What follows belongs to an exercise in optimizing a design on an open flow for small area, a short achievable clock period and few clock cycles per item; a production flow would make more cautious choices.
RTL that was checked went through simulation tests only; none was proved equivalent to the original.
Power figures rest on the tool's default switching activity, not on a simulated workload.

Setup of the previous run:
==> flow/design.v (excerpt) <==
module framed_ascii_decimal_parser #(
	parameter int MAX_CHARS = 63,
	parameter int MAX_FRAC_DIGITS = 6
) (
	input wire logic clk,
	input wire logic arst_n,
	input wire logic s_tvalid,
	output logic s_tready,
	input wire logic [7:0] s_tdata,
	output logic m_tvalid,
	input wire logic m_tready,
	output logic [55:0] m_tdata,
	output logic [2:0] m_tuser,
	input wire logic cfg_valid,
	output logic cfg_ready,
	input wire logic cfg_index,
	input wire logic [7:0] cfg_data
);
	logic [7:0] start_q, end_q;
	always_ff @(posedge clk or negedge arst_n) begin
		if (!arst_n) begin
			start_q <= 8'd60;
			end_q <= 8'd62;
		end else if (cfg_valid) begin
			if (cfg_index) end_q <= cfg_data;
			else start_q <= cfg_data;
		end
	end
	assign cfg_ready = 1'b1;
	logic v1_q;
	logic is_start1_q, is_end1_q, is_digit1_q, is_point1_q;
	logic [3:0] d1_q;
	logic in_frame_q, point_q, bad_q, trunc_q, sat_q;
	logic [5:0] count_q;
	logic [2:0] frac_q;
	logic [31:0] int_q;
	logic [23:0] bcd_q;	 
	logic busy_q, valid_q;
	logic [1:0] steps_q;
	logic [31:0] int_b_q;
	logic [15:0] fbin_q;
	logic [2:0] frac_b_q;
	logic bad_b_q, trunc_b_q, sat_b_q;
	logic idle, close, open, body, room, fdig, stall, go, handoff;
	assign idle = !busy_q && !valid_q;
	assign open = !in_frame_q && is_start1_q;
	assign close = in_frame_q && is_end1_q;
  ...
Size in the first run: about 990 cells after synthesis, roughly 150 flip-flops, ~84 I/O pins, about 0.010 mm2 of cells after synthesis.
==> module framed_ascii_decimal_parser, before the edit <==
module framed_ascii_decimal_parser #(
	parameter int MAX_CHARS = 63,
	parameter int MAX_FRAC_DIGITS = 6
) (
	input wire logic clk,
	input wire logic arst_n,
	input wire logic s_tvalid,
	output logic s_tready,
	input wire logic [7:0] s_tdata,
	output logic m_tvalid,
	input wire logic m_tready,
	output logic [55:0] m_tdata,
	output logic [2:0] m_tuser,
	input wire logic cfg_valid,
	output logic cfg_ready,
	input wire logic cfg_index,
	input wire logic [7:0] cfg_data
);
	logic [7:0] start_q, end_q;
	always_ff @(posedge clk or negedge arst_n) begin
		if (!arst_n) begin
			start_q <= 8'd60;
			end_q <= 8'd62;
		end else if (cfg_valid) begin
			if (cfg_index) end_q <= cfg_data;
			else start_q <= cfg_data;
		end
	end
	assign cfg_ready = 1'b1;
	logic v1_q;
	logic is_start1_q, is_end1_q, is_digit1_q, is_point1_q;
	logic [3:0] d1_q;
	logic in_frame_q, point_q, bad_q, trunc_q, sat_q;
	logic [5:0] count_q;
	logic [2:0] frac_q;
	logic [31:0] int_q;
	logic [23:0] bcd_q;	 
	logic busy_q, valid_q;
	logic [1:0] steps_q;
	logic [31:0] int_b_q;
	logic [15:0] fbin_q;
	logic [2:0] frac_b_q;
	logic bad_b_q, trunc_b_q, sat_b_q;
	logic idle, close, open, body, room, fdig, stall, go, handoff;
	assign idle = !busy_q && !valid_q;
	assign open = !in_frame_q && is_start1_q;
	assign close = in_frame_q && is_end1_q;
	assign body = in_frame_q && !is_end1_q;
	assign room = (count_q != 6'd63);
	assign fdig = body && room && is_digit1_q && point_q && (frac_q != 3'd6);
	assign stall = (close && !idle) || (fdig && busy_q);
	assign go = v1_q && !stall;
	assign handoff = v1_q && close && idle;
	assign s_tready = !(v1_q && in_frame_q &&
		((is_end1_q && !idle) || (is_digit1_q && point_q && busy_q)));
	always_ff @(posedge clk or negedge arst_n) begin
		if (!arst_n)
			v1_q <= 1'b0;
		else if (s_tready)
			v1_q <= s_tvalid;
	end
	always_ff @(posedge clk) begin
		if (s_tready) begin
			is_start1_q <= (s_tdata == start_q);
			is_end1_q <= (s_tdata == end_q);
			is_digit1_q <= (s_tdata[7:4] == 4'h3) && (s_tdata[3:0] <= 4'd9);
			is_point1_q <= (s_tdata == 8'h2e);
			d1_q <= s_tdata[3:0];
		end
	end
	logic [31:0] int_x10;
	logic int_ovf;
	assign int_x10 = (int_q << 3) + (int_q << 1) + {28'd0, d1_q};
	assign int_ovf = (int_q > 32'd429496729) || ((int_q == 32'd429496729) && (d1_q > 4'd5));
	always_ff @(posedge clk or negedge arst_n) begin
		if (!arst_n)
			in_frame_q <= 1'b0;
		else if (go) begin
			if (open)
				in_frame_q <= 1'b1;
			else if (close)
				in_frame_q <= 1'b0;
		end
	end
	always_ff @(posedge clk) begin
		if (go) begin
			if (open) begin
				point_q <= 1'b0;
				bad_q <= 1'b0;
				trunc_q <= 1'b0;
				sat_q <= 1'b0;
				count_q <= 6'd0;
				frac_q <= 3'd0;
				int_q <= 32'd0;
			end else if (body) begin
				if (!room) begin
					trunc_q <= 1'b1;
				end else begin
					count_q <= count_q + 6'd1;
					if (is_digit1_q) begin
						if (point_q) begin
							if (frac_q == 3'd6)
								trunc_q <= 1'b1;
							else
								frac_q <= frac_q + 3'd1;
						end else begin
							int_q <= int_x10;
							if (int_ovf)
								sat_q <= 1'b1;
						end
					end else if (is_point1_q && !point_q) begin
						point_q <= 1'b1;
					end else begin
						bad_q <= 1'b1;
					end
				end
			end
		end
	end
	function automatic logic [23:0] dbl(input logic [23:0] f);
		logic [23:0] r;
		logic [3:0] d;
		begin
			for (int j = 0; j < 6; j++) begin
				d = f[4*j +: 4];
				r[4*j+1 +: 3] = (d >= 4'd5) ? 3'(d - 4'd5) : d[2:0];
				r[4*j] = (j > 0) ? (f[4*((j > 0) ? j - 1 : 0) +: 4] >= 4'd5) : 1'b0;
			end
			dbl = r;
		end
	endfunction
	logic [23:0] bcd0, bcd1, bcd2, bcd3, bcd4;
	logic [3:0] fbits;
	logic conv;
	assign bcd0 = bcd_q;
	assign bcd1 = dbl(bcd0);
	assign bcd2 = dbl(bcd1);
	assign bcd3 = dbl(bcd2);
	assign bcd4 = dbl(bcd3);
	assign fbits = {bcd0[23:20] >= 4'd5, bcd1[23:20] >= 4'd5, bcd2[23:20] >= 4'd5, bcd3[23:20] >= 4'd5};
	assign conv = busy_q || handoff;
	always_ff @(posedge clk) begin
		for (int j = 0; j < 6; j++) begin
			if (conv)
				bcd_q[4*(5-j) +: 4] <= bcd4[4*(5-j) +: 4];
			else if (go && fdig && frac_q == 3'(j))
				bcd_q[4*(5-j) +: 4] <= d1_q;
			else if (go && fdig && frac_q < 3'(j))
				bcd_q[4*(5-j) +: 4] <= 4'd0;
		end
	end
	logic fzero, fsat;
	assign fzero = handoff ? (frac_q == 3'd0) : (frac_b_q == 3'd0);
	assign fsat = handoff ? sat_q : sat_b_q;
	always_ff @(posedge clk) begin
		if (conv)
			fbin_q <= {fbin_q[11:0], (fbits & {4{!fzero}}) | {4{fsat}}};
		if (handoff) begin
			int_b_q <= int_q | {32{sat_q}};
			frac_b_q <= frac_q;
			bad_b_q <= bad_q;
			trunc_b_q <= trunc_q;
			sat_b_q <= sat_q;
		end
	end
	always_ff @(posedge clk or negedge arst_n) begin
		if (!arst_n) begin
			busy_q <= 1'b0;
			valid_q <= 1'b0;
			steps_q <= 2'd0;
		end else begin
			if (handoff) begin
				busy_q <= 1'b1;
				steps_q <= 2'd2;
			end else if (busy_q) begin
				steps_q <= steps_q - 2'd1;
				if (steps_q == 2'd0) begin
					busy_q <= 1'b0;
					valid_q <= 1'b1;
				end
			end else if (m_tready) begin
				valid_q <= 1'b0;
			end
		end
	end
	assign m_tvalid = valid_q;
	assign m_tdata = {5'd0, frac_b_q, int_b_q, fbin_q};
	assign m_tuser = {sat_b_q, trunc_b_q, bad_b_q};
endmodule
==> flow/config.mk <==
export PLATFORM = sky130hd
export DESIGN_NAME = framed_ascii_decimal_parser
export DESIGN_NICKNAME = framed_ascii_decimal_parser
export VERILOG_FILES = /design/flow/design.v
export SDC_FILE = /design/flow/constraint.sdc
export NUM_CORES = 4
export LEC_CHECK = 0
export CAP_MARGIN = 20
export CORE_MARGIN = 2
export CORE_UTILIZATION = 40
export SLEW_MARGIN = 20
==> flow/constraint.sdc <==
create_clock -name core_clock -period 5.5 [get_ports {clk}]
set_input_delay 1.1000 -clock core_clock [delete_from_list [all_inputs] [get_ports {clk}]]
set_output_delay 1.1000 -clock core_clock [all_outputs]
set_load 0.01 [all_outputs]
run.sh (not shown) runs the stock make flow with config.mk's settings and CLKGATE_MAP_FILE= SYNTH_SCRIPT=/design/flow/synth_recipe.tcl, a recipe that flattens the netlist after the stock synthesis.
The previous run went all the way through the flow, and no timing, DRC or antenna check failed.
Testbench counts of the previous run, summed over its fixed seeds: cycles 12,597, items 1,200.
Setup changes, the previous run to the current run
-- flow/design.v --
<<< the previous run, line 74
	logic int_ovf;
	assign int_x10 = (int_q << 3) + (int_q << 1) + {28'd0, d1_q};
	assign int_ovf = (int_q > 32'd429496729) || ((int_q == 32'd429496729) && (d1_q > 4'd5));
	always_ff @(posedge clk or negedge arst_n) begin
		if (!arst_n)
>>> the current run, line 74
	logic int_ovf;
	assign int_x10 = (int_q << 3) + (int_q << 1) + {28'd0, d1_q};
	localparam logic [31:0] OVF_K = 32'h19999999;
	logic [32:0] ovf_gt, ovf_eq;
	always_comb begin
		ovf_gt[32] = 1'b0;
		ovf_eq[32] = 1'b1;
		for (int i = 31; i >= 0; i--) begin
			ovf_gt[i] = ovf_gt[i+1] | (ovf_eq[i+1] & int_q[i] & !OVF_K[i]);
			ovf_eq[i] = ovf_eq[i+1] & (int_q[i] == OVF_K[i]);
		end
	end
	assign int_ovf = ovf_gt[0] | (ovf_eq[0] & (d1_q[3] | (d1_q[2] & d1_q[1])));
	always_ff @(posedge clk or negedge arst_n) begin
		if (!arst_n)
<<< the previous run, line 120
		end
	end
	function automatic logic [23:0] dbl(input logic [23:0] f);
		logic [23:0] r;
		logic [3:0] d;
		begin
			for (int j = 0; j < 6; j++) begin
				d = f[4*j +: 4];
				r[4*j+1 +: 3] = (d >= 4'd5) ? 3'(d - 4'd5) : d[2:0];
				r[4*j] = (j > 0) ? (f[4*((j > 0) ? j - 1 : 0) +: 4] >= 4'd5) : 1'b0;
			end
			dbl = r;
		end
>>> the current run, line 130
		end
	end
	function automatic logic ge5(input logic [3:0] d);
		ge5 = d[3] | (d[2] & (d[1] | d[0]));
	endfunction
	function automatic logic [23:0] dbl(input logic [23:0] f);
		logic [23:0] r;
		logic b3, b2, b1, b0;
		begin
			for (int j = 0; j < 6; j++) begin
				{b3, b2, b1, b0} = f[4*j +: 4];
				r[4*j+3] = (b2 & !b1 & !b0) | (b3 & b0);
				r[4*j+2] = (b1 & (!b2 | b0)) | (b3 & !b0);
				r[4*j+1] = (!b3 & !b2 & b0) | (b2 & b1 & !b0) | (b3 & !b0);
			end
			r[0] = 1'b0;
			for (int j = 1; j < 6; j++)
				r[4*j] = ge5(f[4*(j-1) +: 4]);
			dbl = r;
		end
<<< the previous run, line 140
	assign bcd3 = dbl(bcd2);
	assign bcd4 = dbl(bcd3);
	assign fbits = {bcd0[23:20] >= 4'd5, bcd1[23:20] >= 4'd5, bcd2[23:20] >= 4'd5, bcd3[23:20] >= 4'd5};
	assign conv = busy_q || handoff;
	always_ff @(posedge clk) begin
>>> the current run, line 157
	assign bcd3 = dbl(bcd2);
	assign bcd4 = dbl(bcd3);
	assign fbits = {ge5(bcd0[23:20]), ge5(bcd1[23:20]), ge5(bcd2[23:20]), ge5(bcd3[23:20])};
	assign conv = busy_q || handoff;
	always_ff @(posedge clk) begin
Results
Sequential share of layout area in the current run is 0.30 points higher than in the previous run
The routed wire length in the current run was higher than what the previous run gave.
Looking at number of non-clock buffers, the current run sits below the previous run.
On largest net degree at the start of global routing, the higher figure sits with the previous run, not the current run.
The current run finished every step from synthesis to the final layout, and the layout passed the timing, DRC and antenna checks.
Diff the previous run -> the current run | total number of vias | increase of 781
The setup slack of the most critical reg-to-reg path of the current run was superior to that of the previous run.
Of the previous run and the current run, the current run shows the lower time the worst path needs with I/O delays and setup, with the previous run above it.
Reported for the previous run and the current run, clock buffer count from CTS turned out identical to the last digit.
When the current run is measured against the previous run, its relative contribution of the clock network to total power turns out 0.8 points lower.
Diff the previous run and the current run: global-route track usage on met1 lower in the previous run
Changes observed in the current run relative to the previous run: worst setup slack shows an increase of 1170 ps; utilization shows a reduction of 1.5 points; post-synthesis share of cell area spent on full adders, half adders and majority gates shows a reduction of 4.9 points.
The current run vs the previous run: area enclosed by the die boundary up slightly
No functional check of the RTL was part of the current run.

[re-timing with driven ports]
Ports are ideal in the flow. The routed layouts listed here were re-timed in OpenROAD.
Step 1 (the two cells are an assumption about what drives the block):
set clk [get_ports {clk}]
set_driving_cell -lib_cell sky130_fd_sc_hd__clkbuf_16 $clk
set_driving_cell -lib_cell sky130_fd_sc_hd__buf_2 [delete_from_list [all_inputs] $clk]
Step 2 adds t to the input delays and takes it off the output delays; t is the mean of the earliest and latest rising clock arrival at the registers after step 1. Input paths then give back, and output paths get back, about the clock's delay inside the block.
Three values: ideal ports, drivers, drivers and shift; two values: the first two.
run	t, ns	slack for setup (ns)	hold slack, ns	worst setup path at the end	worst register clock-pin slew, ns
the previous run	0.471	0.464 / 0.464 / 0.464	0.434 / 0.434 / 0.434	register to register	0.07 / 0.07
the current run	0.471	1.630 / 1.630 / 1.630	0.417 / 0.417 / 0.417	register to register	0.07 / 0.07
After both steps setup and hold are still met in every run listed.
